What follows belongs to an exercise in optimizing a design on an open flow for small area, a short achievable clock period and few clock cycles; a production flow would make more cautious choices.
At most, simulation tests tie the RTL to the original design; equivalence was not proved.
No activity file was given, so power comes from the tool's default toggle rates.

==> inputs of v16 <==
// vde_top
module vde_top (
    input  logic                       clk,
    input  logic                       reset,
    input  logic                       cmd_valid,
    input  logic [2:0]                 cmd_op,
    input  logic [vde_pkg::VAR_W-1:0]  cmd_var,
    input  logic                       cmd_value,
    output logic                       cmd_ready,
    output logic                       dec_valid,
    output logic [vde_pkg::VAR_W-1:0]  dec_var,
    output logic                       dec_phase,
    output logic                       dec_empty,
    input  logic                       dec_ready,
    output logic                       busy
);
    localparam int          NS      = 4;
    localparam logic [31:0] SPLIT   = {4'd0, 4'd0, 4'd0, 4'd0, 4'd2, 4'd4, 4'd4, 4'd4};
    localparam bit          ENC_SEP = 1'b0;
    localparam int          P       = ENC_SEP ? NS : NS - 1;
    localparam int          CAP     = 4;
    logic                      c_valid, c_value, c_decide, c_none, c_cnt_wr, hold;
    logic [2:0]                c_op;
    logic [vde_pkg::VAR_W-1:0] c_var, r_var;
    logic                      adv;
    logic [vde_pkg::MAX_VARS*vde_pkg::CNT_W-1:0] cnt_flat;
    logic [vde_pkg::MAX_VARS-1:0] free_flat, phase_flat;
    logic                      dec_push, dec_pop;
    logic [vde_pkg::DEC_W-1:0] dec_data;
    assign busy = 1'b0;
    cmd_intake #(.CAP(CAP)) u_intake (
        .clk       (clk),
        .reset     (reset),
        .cmd_valid (cmd_valid),
        .cmd_op    (cmd_op),
        .cmd_var   (cmd_var),
        .cmd_value (cmd_value),
        .cmd_ready (cmd_ready),
        .hold      (hold),
        .dec_pop   (dec_pop),
        .c_valid   (c_valid),
        .c_op      (c_op),
        .c_var     (c_var),
        .c_value   (c_value),
        .r_var     (r_var),
        .adv       (adv)
    );
    heap_store #(.PH_DLY(P)) u_store (
  ...
==> module vde_top, before the edit <==
module vde_top (
    input  logic                       clk,
    input  logic                       reset,
    input  logic                       cmd_valid,
    input  logic [2:0]                 cmd_op,
    input  logic [vde_pkg::VAR_W-1:0]  cmd_var,
    input  logic                       cmd_value,
    output logic                       cmd_ready,
    output logic                       dec_valid,
    output logic [vde_pkg::VAR_W-1:0]  dec_var,
    output logic                       dec_phase,
    output logic                       dec_empty,
    input  logic                       dec_ready,
    output logic                       busy
);
    localparam int          NS      = 4;
    localparam logic [31:0] SPLIT   = {4'd0, 4'd0, 4'd0, 4'd0, 4'd2, 4'd4, 4'd4, 4'd4};
    localparam bit          ENC_SEP = 1'b0;
    localparam int          P       = ENC_SEP ? NS : NS - 1;
    localparam int          CAP     = 4;
    logic                      c_valid, c_value, c_decide, c_none, c_cnt_wr, hold;
    logic [2:0]                c_op;
    logic [vde_pkg::VAR_W-1:0] c_var, r_var;
    logic                      adv;
    logic [vde_pkg::MAX_VARS*vde_pkg::CNT_W-1:0] cnt_flat;
    logic [vde_pkg::MAX_VARS-1:0] free_flat, phase_flat;
    logic                      dec_push, dec_pop;
    logic [vde_pkg::DEC_W-1:0] dec_data;
    assign busy = 1'b0;
    cmd_intake #(.CAP(CAP)) u_intake (
        .clk       (clk),
        .reset     (reset),
        .cmd_valid (cmd_valid),
        .cmd_op    (cmd_op),
        .cmd_var   (cmd_var),
        .cmd_value (cmd_value),
        .cmd_ready (cmd_ready),
        .hold      (hold),
        .dec_pop   (dec_pop),
        .c_valid   (c_valid),
        .c_op      (c_op),
        .c_var     (c_var),
        .c_value   (c_value),
        .r_var     (r_var),
        .adv       (adv)
    );
    heap_store #(.PH_DLY(P)) u_store (
        .clk        (clk),
        .reset      (reset),
        .c_valid    (c_valid),
        .c_op       (c_op),
        .c_var      (c_var),
        .c_value    (c_value),
        .hold       (hold),
        .r_var      (r_var),
        .adv        (adv),
        .c_decide   (c_decide),
        .c_cnt_wr   (c_cnt_wr),
        .c_none     (c_none),
        .cnt_flat   (cnt_flat),
        .free_flat  (free_flat),
        .phase_flat (phase_flat)
    );
    heap_engine #(.NS(NS), .SPLIT(SPLIT), .ENC_SEP(ENC_SEP)) u_engine (
        .clk        (clk),
        .reset      (reset),
        .c_decide   (c_decide),
        .c_none     (c_none),
        .c_cnt_wr   (c_cnt_wr),
        .hold       (hold),
        .cnt_flat   (cnt_flat),
        .free_flat  (free_flat),
        .phase_flat (phase_flat),
        .push       (dec_push),
        .result_w   (dec_data)
    );
    decision_fifo #(.CAP(CAP)) u_fifo (
        .clk       (clk),
        .reset     (reset),
        .push      (dec_push),
        .din       (dec_data),
        .pop       (dec_pop),
        .dec_valid (dec_valid),
        .dec_var   (dec_var),
        .dec_phase (dec_phase),
        .dec_empty (dec_empty),
        .dec_ready (dec_ready)
    );
endmodule
clock: 16.0 ns
lec_check: 0
cap_margin: 20
core_margin: 2
core_utilization: 35
cts_cluster_diameter: 150
cts_cluster_size: 20
place_density: 0.47
slew_margin: 20
standard.sh (not shown) runs the stock make flow with config.mk's settings and CLKGATE_MAP_FILE= SYNTH_SCRIPT=/design/flow/synth_recipe.tcl, a recipe that flattens the netlist after the stock synthesis.
==> flow/flow/run.sh <==
#!/bin/bash
# Standard layout, with timing repair asked to leave SETUP_MARGIN ns of
# setup slack beyond the design's clock period. The synthesis is the
# standard one, unchanged. Each step's full output goes to its own log here.
set -euo pipefail
SETUP_MARGIN=11
bash standard.sh synth > synth.log 2>&1
bash standard.sh SETUP_SLACK_MARGIN=$SETUP_MARGIN finish > layout.log 2>&1
==> inputs of v11, as changes to v16 <==
--- a/flow/design.v
+++ b/flow/design.v
@@ -400,4 +400,4 @@
 );
-    localparam int          NS      = 4;
-    localparam logic [31:0] SPLIT   = {4'd0, 4'd0, 4'd0, 4'd0, 4'd2, 4'd4, 4'd4, 4'd4};
+    localparam int          NS      = 5;
+    localparam logic [31:0] SPLIT   = {4'd0, 4'd0, 4'd0, 4'd2, 4'd3, 4'd3, 4'd3, 4'd3};
     localparam bit          ENC_SEP = 1'b0;
==> flow/flow/run.sh (replaced) <==
#!/bin/bash
# Standard layout, with timing repair asked to leave SETUP_MARGIN ns of
# setup slack beyond the design's clock period, and buf_4 cells as the port
# buffers. The synthesis is the standard one, unchanged. Each step's full
# output goes to a log of its own here.
set -euo pipefail
SETUP_MARGIN=11.4
bash standard.sh synth > synth.log 2>&1
bash standard.sh SETUP_SLACK_MARGIN=$SETUP_MARGIN \
    "BUFFER_PORTS_ARGS=-buffer_cell sky130_fd_sc_hd__buf_4" finish > layout.log 2>&1
==> qor summary <==
| item | v16 | v11 |
|---|---|---|
| Minimum hold slack | 0.3325 ns | 0.3305 ns |
| Result of the run | complete, no violations | complete, no violations |
| Sw Pwr | 0.003265 W | 0.003101 W |
| Hold_sp | u_store.ph_slot[1][4] | u_store.ph_slot[1][1] |
| GRT Util Overall | 0.5101 | 0.4541 |
| Number of cells in the finished layout apart from fillers | 8676 | 8066 |
| Non-clock buffering overhead | 0.05521 | 0.04534 |
| Number of antenna violations at the first check in global routing | 41 | 36 |
| Share of total power in sequential cells | 0.503 | 0.522 |
| Final std cell area, no fill | 77370 µm² | 74840 µm² |
| First-pass iteration count of the detailed router | 8 | 7 |
| Async set or reset register ratio after synthesis | 0.02000 | 0.02105 |
| Worst-case headroom to the max-slew limit | 0.1155 | 0.1340 |
| Maximum number of pins on one net before global-route repair | 66 | 83 |
| Clock buffers created by TritonCTS | 78 | 81 |
| Final cell utilization of the core | 0.4111 | 0.4044 |
| Routability-driven placement congestion ratio | 1.110 | 1.095 |
| Max Clock Skew | 0.05690 ns | 0.04128 ns |
| Cell with the largest stage delay on the worst path | sky130_fd_sc_hd__or4_4 | sky130_fd_sc_hd__nor4_1 |
| Worst slew pin tran | 1.327 ns | 1.298 ns |
| Die Area | 193100 µm² | 189200 µm² |
| Post-synthesis xor/xnor area fraction | 0.002639 | 0.002695 |
| Number of instances in the synthesized netlist | 5856 | 5277 |
Testbench counts of v11, summed over its fixed seeds: cycles 57,168.
The RTL of v16 was laid out without a check of its function.

* * *

==> job 4475: inputs <==
vde_top, a different RTL version from the one above (not shown whole).
==> flow/config.mk <==
export PLATFORM = sky130hd
export DESIGN_NAME = vde_top
export DESIGN_NICKNAME = vde_top
export VERILOG_FILES = /design/flow/design.v
export SDC_FILE = /design/flow/constraint.sdc
export NUM_CORES = 8
export LEC_CHECK = 0
export CAP_MARGIN = 20
export CORE_MARGIN = 2
export CORE_UTILIZATION = 35
export CTS_CLUSTER_DIAMETER = 150
export CTS_CLUSTER_SIZE = 20
export PLACE_DENSITY = 0.47
export SLEW_MARGIN = 20
==> flow/constraint.sdc <==
create_clock -name core_clock -period 16.0 [get_ports {clk}]
set_input_delay 3.2000 -clock core_clock [delete_from_list [all_inputs] [get_ports {clk}]]
set_output_delay 3.2000 -clock core_clock [all_outputs]
set_load 0.01 [all_outputs]
==> flow/flow/run.sh <==
#!/bin/bash
# Standard layout, with timing repair asked to leave SETUP_MARGIN ns of
# setup slack beyond the design's clock period, and buf_4 cells as the port
# buffers. The synthesis is the standard one, unchanged. Each step's full
# output goes to a log of its own here.
set -euo pipefail
SETUP_MARGIN=11.4
bash standard.sh synth > synth.log 2>&1
bash standard.sh SETUP_SLACK_MARGIN=$SETUP_MARGIN \
    "BUFFER_PORTS_ARGS=-buffer_cell sky130_fd_sc_hd__buf_4" finish > layout.log 2>&1
==> inputs of job 6501, as changes to job 4475 <==
--- a/flow/design.v
+++ b/flow/design.v
@@ -22,68 +22,75 @@
     input  logic                       cmd_valid,
     input  logic [2:0]                 cmd_op,
     input  logic [vde_pkg::VAR_W-1:0]  cmd_var,
     input  logic                       cmd_value,
     output logic                       cmd_ready,
-    input  logic                       tok_win,
-    output logic                       hold,
+    input  logic                       hold,
     input  logic                       dec_pop,
     output logic                       c_valid,
     output logic [2:0]                 c_op,
     output logic [vde_pkg::VAR_W-1:0]  c_var,
     output logic                       c_value,
     output logic [vde_pkg::VAR_W-1:0]  r_var,
     output logic                       adv
 );
     localparam int NW = $clog2(CAP + 1);
     localparam int CW = 3 + vde_pkg::VAR_W + 1;
-    logic          take, take_dec, done, c_free;
+    logic          take, take_dec, done, c_free, r_free;
     logic [NW-1:0] pending, pending_nx;
-    logic          ready_q, hold_q;
-    logic          vc, vr, vc_nx, vr_nx;
-    logic [CW-1:0] dc, dr, din;
-    logic [2:0]    op_nx;
-    logic          hold_nx;
+    logic          ready_q;
+    logic          vc, vr, vs, vc_nx, vr_nx, vs_nx;
+    logic [CW-1:0] dc, dr, ds, din;
     assign din       = {cmd_op, cmd_var, cmd_value};
     assign cmd_ready = ready_q;
-    assign hold      = hold_q;
     assign take      = cmd_valid && ready_q;
     assign take_dec  = take && (cmd_op == vde_pkg::OP_DECIDE);
     assign c_valid   = vc;
     assign {c_op, c_var, c_value} = dc;
     assign r_var     = dr[vde_pkg::VAR_W:1];
-    assign done   = vc && !hold_q;
+    assign done   = vc && !hold;
     assign c_free = !vc || done;
     assign adv    = c_free && vr;
+    assign r_free = !vr || adv;
     always_comb begin
         pending_nx = pending;
         if (take_dec && !dec_pop) pending_nx = pending + 1'b1;
         if (!take_dec && dec_pop) pending_nx = pending - 1'b1;
     end
-    assign vc_nx = c_free ? vr : 1'b1;
-    assign vr_nx = adv || !vr ? take : 1'b1;
-    assign op_nx = adv ? dr[CW-1 -: 3] : dc[CW-1 -: 3];
-    assign hold_nx = vc_nx && tok_win &&
-                     (op_nx == vde_pkg::OP_INIT || op_nx == vde_pkg::OP_BUMP);
+    always_comb begin
+        vc_nx = c_free ? vr : 1'b1;
+        if (r_free) begin
+            vr_nx = vs || take;
+            vs_nx = vs && take;
+        end else begin
+            vr_nx = 1'b1;
+            vs_nx = vs || take;
+        end
+    end
     always_ff @(posedge clk or posedge reset) begin
         if (reset) begin
             vc      <= 1'b0;
             vr      <= 1'b0;
+            vs      <= 1'b0;
             pending <= '0;
-            hold_q  <= 1'b0;
             ready_q <= 1'b1;
         end else begin
             vc      <= vc_nx;
             vr      <= vr_nx;
+            vs      <= vs_nx;
             pending <= pending_nx;
-            hold_q  <= hold_nx;
-            ready_q <= !(hold_nx && vr_nx) && (pending_nx < NW'(CAP));
+            ready_q <= !vs_nx && (pending_nx < NW'(CAP));
         end
     end
     always_ff @(posedge clk) begin
         if (adv) dc <= dr;
-        if (adv || !vr) dr <= din;
+        if (r_free) begin
+            dr <= vs ? ds : din;
+            if (vs && take) ds <= din;
+        end else if (take) begin
+            ds <= din;
+        end
     end
 endmodule
 `timescale 1ns/1ps
 module heap_store #(
     parameter int PH_DLY = 2
@@ -96,10 +103,11 @@
     input  logic                       c_value,
     input  logic                       hold,
     input  logic [vde_pkg::VAR_W-1:0]  r_var,
     input  logic                       adv,
     output logic                       c_decide,
+    output logic                       c_cnt_wr,
     output logic                       c_none,
     output logic [vde_pkg::MAX_VARS*vde_pkg::CNT_W-1:0] cnt_flat,
     output logic [vde_pkg::MAX_VARS-1:0] free_flat,
     output logic [vde_pkg::MAX_VARS-1:0] phase_flat
 );
@@ -122,10 +130,11 @@
     assign do_init     = go && (c_op == vde_pkg::OP_INIT);
     assign do_assign   = go && (c_op == vde_pkg::OP_ASSIGN)   && in_range;
     assign do_unassign = go && (c_op == vde_pkg::OP_UNASSIGN) && in_range;
     assign do_bump     = go && (c_op == vde_pkg::OP_BUMP)     && in_range;
     assign c_decide    = go && (c_op == vde_pkg::OP_DECIDE);
+    assign c_cnt_wr    = c_valid && (c_op == vde_pkg::OP_INIT || c_op == vde_pkg::OP_BUMP);
     assign c_none      = (count == '0);
     logic [SW-1:0] r_slot;
     logic [CW-1:0] rd_q;
     assign r_slot = r_var[SW-1:0];
     always_ff @(posedge clk) begin
@@ -207,11 +216,12 @@
 ) (
     input  logic                       clk,
     input  logic                       reset,
     input  logic                       c_decide,
     input  logic                       c_none,
-    output logic                       tok_win,
+    input  logic                       c_cnt_wr,
+    output logic                       hold,
     input  logic [vde_pkg::MAX_VARS*vde_pkg::CNT_W-1:0] cnt_flat,
     input  logic [vde_pkg::MAX_VARS-1:0] free_flat,
     input  logic [vde_pkg::MAX_VARS-1:0] phase_flat,
     output logic                       push,
     output logic [vde_pkg::DEC_W-1:0]  result_w
@@ -245,14 +255,14 @@
                 if (reset) tok[P:1] <= '0;
                 else       tok[P:1] <= tok[P-1:0];
             end
             always_ff @(posedge clk) none[P:1] <= none[P-1:0];
         end
-        if (NS > 2) begin : g_win
-            assign tok_win = |tok[NS-3:0];
-        end else begin : g_nowin
-            assign tok_win = 1'b0;
+        if (NS > 2) begin : g_hold
+            assign hold = c_cnt_wr && (|tok[NS-2:1]);
+        end else begin : g_nohold
+            assign hold = 1'b0;
         end
     endgenerate
     logic [N-1:0] alive [P+1];
     assign alive[0] = free_l;
     genvar s;
@@ -391,11 +401,11 @@
     localparam int          NS      = 5;
     localparam logic [31:0] SPLIT   = {4'd0, 4'd0, 4'd0, 4'd2, 4'd3, 4'd3, 4'd3, 4'd3};
     localparam bit          ENC_SEP = 1'b0;
     localparam int          P       = ENC_SEP ? NS : NS - 1;
     localparam int          CAP     = 4;
-    logic                      c_valid, c_value, c_decide, c_none, tok_win, hold;
+    logic                      c_valid, c_value, c_decide, c_none, c_cnt_wr, hold;
     logic [2:0]                c_op;
     logic [vde_pkg::VAR_W-1:0] c_var, r_var;
     logic                      adv;
     logic [vde_pkg::MAX_VARS*vde_pkg::CNT_W-1:0] cnt_flat;
     logic [vde_pkg::MAX_VARS-1:0] free_flat, phase_flat;
@@ -408,11 +418,10 @@
         .cmd_valid (cmd_valid),
         .cmd_op    (cmd_op),
         .cmd_var   (cmd_var),
         .cmd_value (cmd_value),
         .cmd_ready (cmd_ready),
-        .tok_win   (tok_win),
         .hold      (hold),
         .dec_pop   (dec_pop),
         .c_valid   (c_valid),
         .c_op      (c_op),
         .c_var     (c_var),
@@ -429,21 +438,23 @@
         .c_value    (c_value),
         .hold       (hold),
         .r_var      (r_var),
         .adv        (adv),
         .c_decide   (c_decide),
+        .c_cnt_wr   (c_cnt_wr),
         .c_none     (c_none),
         .cnt_flat   (cnt_flat),
         .free_flat  (free_flat),
         .phase_flat (phase_flat)
     );
     heap_engine #(.NS(NS), .SPLIT(SPLIT), .ENC_SEP(ENC_SEP)) u_engine (
         .clk        (clk),
         .reset      (reset),
         .c_decide   (c_decide),
         .c_none     (c_none),
-        .tok_win    (tok_win),
+        .c_cnt_wr   (c_cnt_wr),
+        .hold       (hold),
         .cnt_flat   (cnt_flat),
         .free_flat  (free_flat),
         .phase_flat (phase_flat),
         .push       (dec_push),
         .result_w   (dec_data)
==> flow/flow/run.sh (replaced) <==
#!/bin/bash
# Standard layout, with timing repair asked to leave SETUP_MARGIN ns of
# setup slack beyond the design's clock period, and buf_4 cells as the port
# buffers. The synthesis is the standard one, unchanged. Each step's full
# output goes to a log of its own here.
set -euo pipefail
SETUP_MARGIN=12.2
bash standard.sh synth > synth.log 2>&1
bash standard.sh SETUP_SLACK_MARGIN=$SETUP_MARGIN \
    "BUFFER_PORTS_ARGS=-buffer_cell sky130_fd_sc_hd__buf_4" finish > layout.log 2>&1
==> out/summary.txt <==
post-DR vias/cell -> 7.513
clock network power -> 0.00234 W
Multi-input gate area -> 25580 sq um
Iter 0 DRT Violations -> 12902
Area after DPL -> 69290 sq um
share of layout cells above drive strength 1 -> 0.1814
Routed WL -> 449.7 mm
post-synth net total -> 5310
RePlAce Congestion -> 1.075
DIE AREA -> 187600 sq um
Unique masters post-synth -> 89
Critical R2R Launch -> u_store.asg[44]$_DFFE_PP_
status -> timing/DRC/antenna clean
That was job 4475.
==> out/summary.txt <==
Critical R2R Launch -> u_store.cnt[40][7]$_DFFE_PP_
Routed WL -> 463.2 mm
Unique masters post-synth -> 93
ClkCell Share -> 0.02913
hold path cells -> 0
DIE AREA -> 189200 sq um
status -> timing/DRC/antenna clean
post-synth net total -> 5304
multiplexer share of the synthesized area -> 0.01005
clock network power -> 0.00236 W
Iter 0 DRT Violations -> 13567
Area after DPL -> 70090 sq um
RePlAce Congestion -> 1.078
Multi-input gate area -> 28850 sq um
That was job 6501.
Testbench counts of job 4475, summed over its fixed seeds: cycles 57,168.
Testbench counts of job 6501, summed over its fixed seeds: cycles 57,168.

[what the ideal ports hide]
Ports are ideal in the flow. The routed layouts listed here were re-timed in OpenROAD.
Step 1 assumes that a clkbuf_16 drives the clock port and a buf_2 every other input.
Step 2 times the ports against the registers' clock, not the clock port: input delays grow and output delays shrink by t, the midpoint of the rising clock arrivals with the driver on.
Slacks: ideal ports / drivers / drivers and shift; pairs: ideal ports / drivers.
run | shift t [ns] | setup WS [ns] | cell pins on the clock port's net
v16 | 0.889 | 10.733 / 10.733 / 10.691 | 1
v11 | 0.873 | 11.220 / 11.220 / 10.948 | 1
job 4475 | 0.877 | 11.222 / 11.222 / 11.018 | 1
job 6501 | 0.875 | 11.247 / 11.247 / 11.247 | 1
After both steps every run listed still meets setup and hold. For v11, which loses most, drivers alone change the setup slack by 0.000 ns; drivers and shift together by -0.272 ns.
